Source: an optimization exercise on an open RTL-to-GDS flow (aim: small area, a short achievable clock period and few clock cycles per item). Production flows keep margins and buffers that such runs may drop. No run shown here included a check of the RTL's function; only the layout flow was run.

==> flow/design.v (outline; a module is shown in full before it is edited, if it fits) <==
// module dsdmnist_ktable: 33 lines
// module dsdmnist_requant: 1712 lines
module dsdmnist_requant #(
    parameter  int unsigned ACC_W = dsdmnist_pkg::ACC_W,
    parameter  int unsigned K_W   = dsdmnist_pkg::K_W,
    parameter  int unsigned FRAC  = dsdmnist_pkg::FRAC,
    parameter  int unsigned OUT_W = dsdmnist_pkg::OUT_W,
    parameter  int unsigned NCH   = dsdmnist_pkg::NCH,
    localparam int unsigned CH_W  = $clog2(NCH)
) (
    input  logic                    i_CLK,
    input  logic                    i_RST_n,
    input  logic                    i_K_WR,
    input  logic [CH_W-1:0]         i_K_ADDR,
    input  logic [K_W-1:0]          i_K_DATA,
    input  logic                    i_RELU_EN,
    input  logic                    i_SIGNED_OUT,
    input  logic                    i_VALID,
    output logic                    o_READY,
    input  logic signed [ACC_W-1:0] i_ACC,
    input  logic [CH_W-1:0]         i_CH,
    output logic                    o_VALID,
    input  logic                    i_READY,
    output logic [OUT_W-1:0]        o_RESULT,
    output logic                    o_SAT
);
  // ...
==> flow/run.sh <==
#!/bin/bash
# synth_recipe.tcl (not shown) runs the flow's synth.tcl, then flattens the netlist and writes it again
# the make line also repeats each setting of config.mk as NAME=value (left out here)
make -C /OpenROAD-flow-scripts/flow DESIGN_CONFIG=/design/flow/config.mk WORK_HOME=/design/flow/orfs CLKGATE_MAP_FILE= SYNTH_SCRIPT=/design/flow/synth_recipe.tcl finish
==> flow/config.mk <==
export PLATFORM = sky130hd
export DESIGN_NAME = dsdmnist_requant
export DESIGN_NICKNAME = dsdmnist_requant
export VERILOG_FILES = /design/flow/design.v
export SDC_FILE = /design/flow/constraint.sdc
export NUM_CORES = 4
export LEC_CHECK = 0
export CAP_MARGIN = 20
export CORE_MARGIN = 2
export CORE_UTILIZATION = 40
export SLEW_MARGIN = 20
==> flow/constraint.sdc <==
create_clock -name core_clock -period 10.0 [get_ports {i_CLK}]
set_input_delay 2.0000 -clock core_clock [delete_from_list [all_inputs] [get_ports {i_CLK}]]
set_output_delay 2.0000 -clock core_clock [all_outputs]
set_load 0.01 [all_outputs]
==> results.yml, run 1 <==
worst_setup_path:
  path_cells: "buf_8 -> buf_4 -> buf_4 -> mux4_2 -> mux4_2"
  r2r_cells: 14
  cp_max_fo: 57
  arrival_ns: 5.18
  reg2reg_to: "s3_q[51]"
clocking:
  clk_pin_slew_worst_paths_ns: 0.06
  cts-root-buf: "clkbuf_16"
  cts.sinks: 877
  cts_buffers: 94
die:
  start_util_pct: 40.45
  die_area_mm2: 0.1245
  num_rows: 127
yosys:
  ys_seq_area_share_pct: 48.19
  yosys-top-cells-area: "edfxtp_1 (35%), fa_1 (14%), dfxtp_1 (11%), mux4_2 (8.3%), a22oi_1 (5.9%)"
  synthArstFlopShare_pct: 3.535
  syn_area_mm2: 0.04866
timing:
  finalHoldViolCount: 0
  final.setup_skew_ns: 0.04617
hold_path:
  hold_start: "sgn2_q"
  min_to: "sgn3_q"
status:
  status: "finished clean"
detailed_routing:
  routed_wl_um: 130700
  drtIter0Drc: 2776
finish:
  nFlopsAndLatches: 877
  final_cell_area_mm2: 0.05438
  regMostFlops: "u_ktable.tbl_q"
  area_growth_pct: 11.76
  largest_class: "registers"
  clock_cell_area_share_pct: 6.065
global_route:
  grt-ovfl-total: 0
==> inputs of run 2 (changes only) <==
--- a/flow/design.v
+++ b/flow/design.v
@@ -62,17 +62,17 @@
     output logic                    o_VALID,
     input  logic                    i_READY,
     output logic [OUT_W-1:0]        o_RESULT,
     output logic                    o_SAT
 );
     localparam int unsigned PW = 58;    
     localparam int unsigned ND = 13;    
     localparam int unsigned RW = 34;    
-    localparam int unsigned NF = 5;     
+    localparam int unsigned NF = 4;     
     logic rdy_q, acc_c;
     assign acc_c   = i_VALID & rdy_q;
     assign o_READY = rdy_q;
     logic [K_W-1:0] k_c;
     logic           kv_c;
     dsdmnist_ktable #(.K_W(K_W), .NCH(NCH)) u_ktable (
         .clk_i     (i_CLK),
         .rst_ni    (i_RST_n),
@@ -1680,65 +1680,55 @@
     assign hc37 = c54_0 & 1'b1;
     logic hs38, hc38;
     assign hs38 = c56_0 ^ c56_1;
     assign hc38 = c56_0 & c56_1;
     logic [PW-1:0] ra_c, rb_c, s_c;
     assign ra_c = {hc38, hs38, hc37, fc356, hc36, fc355, fc354, fc353, fc352, fc351, fc350, fc349, fc348, fc347, fc346, fc345, fc344, fc343, fc342, fc341, fc340, fc339, fc338, fc337, fc336, fc335, fc334, fc333, fc332, fc331, fc330, fc329, fc328, fc327, fc326, fc325, fc324, fc323, fc322, fc321, fc320, fc319, fc318, fc317, hc35, hc34, hc33, hc32, hc31, hc30, hc29, hc28, hs28, c4_0, c3_0, c2_0, c1_0, c0_0};
     assign rb_c = {c57_0, 1'b1, c55_0, hs37, fs356, hs36, fs355, fs354, fs353, fs352, fs351, fs350, fs349, fs348, fs347, fs346, fs345, fs344, fs343, fs342, fs341, fs340, fs339, fs338, fs337, fs336, fs335, fs334, fs333, fs332, fs331, fs330, fs329, fs328, fs327, fs326, fs325, fs324, fs323, fs322, fs321, fs320, fs319, fs318, fs317, hs35, hs34, hs33, hs32, hs31, hs30, hs29, c5_2, 1'b0, 1'b0, 1'b0, 1'b0, c0_1};
     assign s_c  = ra_c + rb_c;
-    logic              v3_q, sgn3_q;
-    logic [PW-1:32]    s3_q;
-    always_ff @(posedge i_CLK or negedge i_RST_n) begin
-        if (!i_RST_n) v3_q <= 1'b0;
-        else          v3_q <= v2_q;
-    end
-    always_ff @(posedge i_CLK) begin
-        sgn3_q <= sgn2_q;
-        s3_q   <= s_c[PW-1:32];
-    end
     logic             ok_c, sat_c;
     logic [OUT_W-1:0] res_c;
     always_comb begin
-        if (sgn3_q) begin
-            ok_c  = (s3_q[PW-1:39] == '0) | (s3_q[PW-1:39] == '1);
-            res_c = s3_q[PW-1] ? 8'h80 : 8'h7f;
+        if (sgn2_q) begin
+            ok_c  = (s_c[PW-1:39] == '0) | (s_c[PW-1:39] == '1);
+            res_c = s_c[PW-1] ? 8'h80 : 8'h7f;
         end else begin
-            ok_c  = (s3_q[PW-1:40] == '0);
-            res_c = s3_q[PW-1] ? 8'h00 : 8'hff;
+            ok_c  = (s_c[PW-1:40] == '0);
+            res_c = s_c[PW-1] ? 8'h00 : 8'hff;
         end
         sat_c = ~ok_c;
-        if (ok_c) res_c = s3_q[39:32];
+        if (ok_c) res_c = s_c[39:32];
     end
     localparam int unsigned FD = NF - 1;
     localparam int unsigned PB = (FD > 1) ? $clog2(FD) : 1;
     localparam int unsigned CB = $clog2(NF + 1);
     logic [OUT_W:0] fifo_q [FD];
     logic [PB-1:0]  rp_q, wp_q;
     logic [CB-1:0]  fc_q, cnt_q, cnt_n;
     logic           ov_q;
     logic [OUT_W-1:0] ores_q;
     logic           osat_q;
     logic           pop_c, load_c, fempty_c, fwr_c, frd_c;
     assign pop_c    = ov_q & i_READY;
     assign load_c   = ~ov_q | i_READY;
     assign fempty_c = (fc_q == 0);
     assign frd_c    = load_c & ~fempty_c;
-    assign fwr_c    = v3_q & ~(load_c & fempty_c);
+    assign fwr_c    = v2_q & ~(load_c & fempty_c);
     assign cnt_n    = cnt_q + CB'(acc_c) - CB'(pop_c);
     always_ff @(posedge i_CLK or negedge i_RST_n) begin
         if (!i_RST_n) begin
             ov_q  <= 1'b0;
             rp_q  <= '0;
             wp_q  <= '0;
             fc_q  <= '0;
             cnt_q <= '0;
             rdy_q <= 1'b0;
         end else begin
-            if (load_c) ov_q <= ~fempty_c | v3_q;
+            if (load_c) ov_q <= ~fempty_c | v2_q;
             if (frd_c) rp_q <= (rp_q == PB'(FD - 1)) ? '0 : rp_q + 1'b1;
             if (fwr_c) wp_q <= (wp_q == PB'(FD - 1)) ? '0 : wp_q + 1'b1;
             fc_q  <= fc_q + CB'(fwr_c) - CB'(frd_c);
             cnt_q <= cnt_n;
             rdy_q <= (cnt_n < CB'(NF));
         end
     end
     always_ff @(posedge i_CLK) begin
==> run 2 against run 1 <==
Net effect:
- final area shrank 0.89%
- register-to-register slack lost 1.5 ns
- critical path depth grew 12
- largest cell class is now multi-input combinational cells
- final cell count grew 1.4%
- sequential cell count shrank 37
- critical path type is now register to register
- global-route usage grew 0.95 points
==> results.yml, run 2 <==
place:
  io_buffers: 83
  dp_hpwl_um: 80550
  pre_cts_ws_ns: 4.195
  place_congestion: 0.8757
finish:
  largest_reg_flops: 528
  drive_above_1_share_pct: 12.51
  top_regs: "u_ktable.tbl_q: 528 flops, k1_q: 33 flops, fifo_q: 27 flops"
  fill_cells: 10780
  regMostFlops: "u_ktable.tbl_q"
  layout.nets: 4189
  mostFrequentLayoutCells: "edfxtp_1 (564), inv_1 (399), a22oi_1 (384)"
  final_common_cell: "edfxtp_1"
  area_growth_pct: 11.32
detailed_routing:
  dr.pass1.iters: 7
  ant_nets: 0
  routed_wl_um: 136200
  wl_per_cell_um: 25.45
  drc: 0
  drtIter0Drc: 3551
  via_count: 30270
  viasPerCell: 5.657
timing:
  period_needed_ns: 5.840
  timing.hold.ws_ns: 0.3390
  rsz0062_at_grt: "no"
  fmax_mhz: 171.2
  setup_ws_ns: 4.160
  finalHoldViolCount: 0
  final.setup_skew_ns: 0.05909
  worst_pin_slew_ns: 1.158
  slew_headroom_pct: 22.81
  setup_violations: 0
  fin_setup_tns_ns: 0
  fin_crit_sh_pct: 58.40
  drv_slew: 0
clocking:
  cts.sinks: 840
  clk_pin_slew_worst_paths_ns: 0.06
  postCtsResizedCells: 0
  cts_tree: "done"
  cts_buffer_depth: 3
  cts_buffers: 89
  htree_levels: 3
  cts_setup_buffers: 0
  postCtsHoldBufs: 0
  clkLatencyLatePin_ns: 0.71
  cts-root-buf: "clkbuf_16"
yosys:
  synth_edf_count: 564
  synth_nets: 4248
  ys.flop_type: "edfxtp_1"
  yosysMostFrequentCell: "edfxtp_1"
  yosysWarningCount: 2
  syn_area_per_cell_um2: 13.02
  synth_cell_types: 86
  ys_seq_area_share_pct: 46.70
  syn_area_mm2: 0.04842
  synthCells: 3718
  synth_common_cells: "edfxtp_1 (564), inv_1 (399), a22oi_1 (384), fa_1 (347), xnor2_1 (280)"
  synthArstFlopShare_pct: 3.571
  synth_top_area_share_pct: 34.98
  yosys-top-cells-area: "edfxtp_1 (35%), fa_1 (14%), dfxtp_1 (10%), mux4_2 (7.9%), a22oi_1 (6.0%)"
  synth_area_leader_cell: "edfxtp_1"
  ys_ff_latch: 840
worst_setup_path:
  path_cells: "inv_1 -> fa_1 -> fa_1 -> fa_1 -> inv_1 -> ha_1 -> and3_1 -> nand2_1 -> or2_2 -> a211oi_1 -> nor4_1 -> o41ai_1 -> xor2_1 -> nand2_1 -> nor4_4 -> or2_1 -> mux2i_1"
  crit_path_max_incr_delay_ns: 0.65
  endpoint_kind: "register"
  timing.critical_path.buf_inv: 2
  critPathRequiredTime_ns: 10.49
  startpoint_type: "register"
  cp_max_fo: 16
  crit_top_cell: "fa_1"
  slowest_stage: "or2_1"
  arrival_ns: 6.33
  crit_type: "register to register"
  critPathTopFamily: "adder cells"
die:
  boundaryPins: 84
  start_util_pct: 40.36
  die_area_mm2: 0.1238
  die_y_um: 351.9
  num_rows: 127
  core_area_mm2: 0.1200
  die_x_um: 351.9
global_route:
  antenna_found_initial: 15
  grtUsageTotal_pct: 21.83
  grt_max_degree: 78
  grt-ovfl-total: 0
  first_global_vias: 31560
  grt_pass1_wl_um: 204300
status:
  status: "finished clean"
hold_path:
  hold_path.class: "register to register"
job:
  maxCapViolCount: 0
run 2: cell types whose count changed after synthesis, sizes merged, moves of 9 or more:
cell,before,now
mux4,179,170
buf,49,59
a21o,35,22
a21oi,64,76
a221o,1,10
xnor2,289,280
nor2,89,113
nor3,10,25
o21ai,44,61
inv,416,400
dfxtp,273,246
edfxtp,573,564
nand2,110,128
mux2i,1,19
run 2: kinds of logic (layout without fill, tap and decap cells):
family	after synthesis	after routing	synth area share, %
flops	840	840	46.70
buf+inv	720	736	5.685
compound gates	637	637	9.492
xor+xnor	476	476	8.611
fa+ha+maj	457	457	17.19
simple gates	395	395	3.923
mux	193	193	8.394
other cells	0	5	0
run 2: area by class of cell:
cell class,count,area (um2),share of cell area [%]
multi-input combinational,2158,23170,42.99
tap,1612,2017,3.742
antenna,5,12.51,0.02321
timing repair buffer,168,1463,2.714
clock buffer,115,2420,4.490
clock inverter,51,655.6,1.216
sequential,840,22650,42.02
inverter,402,1509,2.800
run 2: stage by stage:
stage               area (um2)  instances  utilization [%]
finish                   53900       5351            44.92
global route             53890       5347            44.92
CTS                      53880       5346            44.91
detailed placement       50810       5180            42.35
global placement         50810       5180            42.35
floorplan                48420       3718                -
run 2: final timing paths:
kind                       startpoint            endpoint  slack, ns  depth (start not counted)
min                            sgn1_q              sgn2_q       0.34                          0
min reg2reg                    sgn1_q              sgn2_q       0.34                          0
max reg2reg                     c38_0        fifo_q[1][1]       4.16                         17
max in group asynchronous     i_RST_n   u_ktable.vld_q[6]       8.01                          1
min in group asynchronous     i_RST_n  u_ktable.vld_q[10]       1.42                          1
max                             c38_0        fifo_q[1][1]       4.16                         17
run 2: worst register-to-register path, cell delays in order, from the launching register on:
cell and delay, ns:
dfxtp_1 0.31, inv_1 0.05, fa_1 0.43, fa_1 0.50, fa_1 0.55, inv_1 0.05
ha_1 0.44, and3_1 0.27, nand2_1 0.10, or2_2 0.30, a211oi_1 0.39, nor4_1 0.10
o41ai_1 0.34, xor2_1 0.33, nand2_1 0.14, nor4_4 0.34, or2_1 0.66, mux2i_1 0.36
run 2: layer usage:
| layer | share of wire [%] | track usage (%) |
|---|---|---|
| met1 | 40 | 29.31 |
| met2 | 46 | 34.22 |
| met3 | 10 | 5.699 |
| met4 | 3.7 | 7.725 |
| met5 | 0.10 | 0 |

[what the ideal ports hide]
How much do the figures lean on ideal ports? The routed layouts below were timed once more, with nothing changed but the port constraints. Step 1 assumes that a clkbuf_16 drives the clock port and a buf_2 every other input. Step 2 adds t to the input delays and takes it off the output delays; t is the mean of the earliest and latest rising clock arrival at the registers after step 1. Input paths then give back, and output paths get back, about the clock's delay inside the block. a / b / c = no drivers / after step 1 / after step 2; a / b = the first two.
run	t (ns)	setup slack, ns	worst register clock-pin slew, ns
run 1	0.763	5.399 / 5.427 / 4.664	0.07 / 0.07
run 2	0.759	4.160 / 4.160 / 4.160	0.07 / 0.07
After both steps setup and hold are still met in every run listed. The setup slack of run 1, which loses most, moves by +0.028 ns with the drivers and by -0.735 ns with both steps.
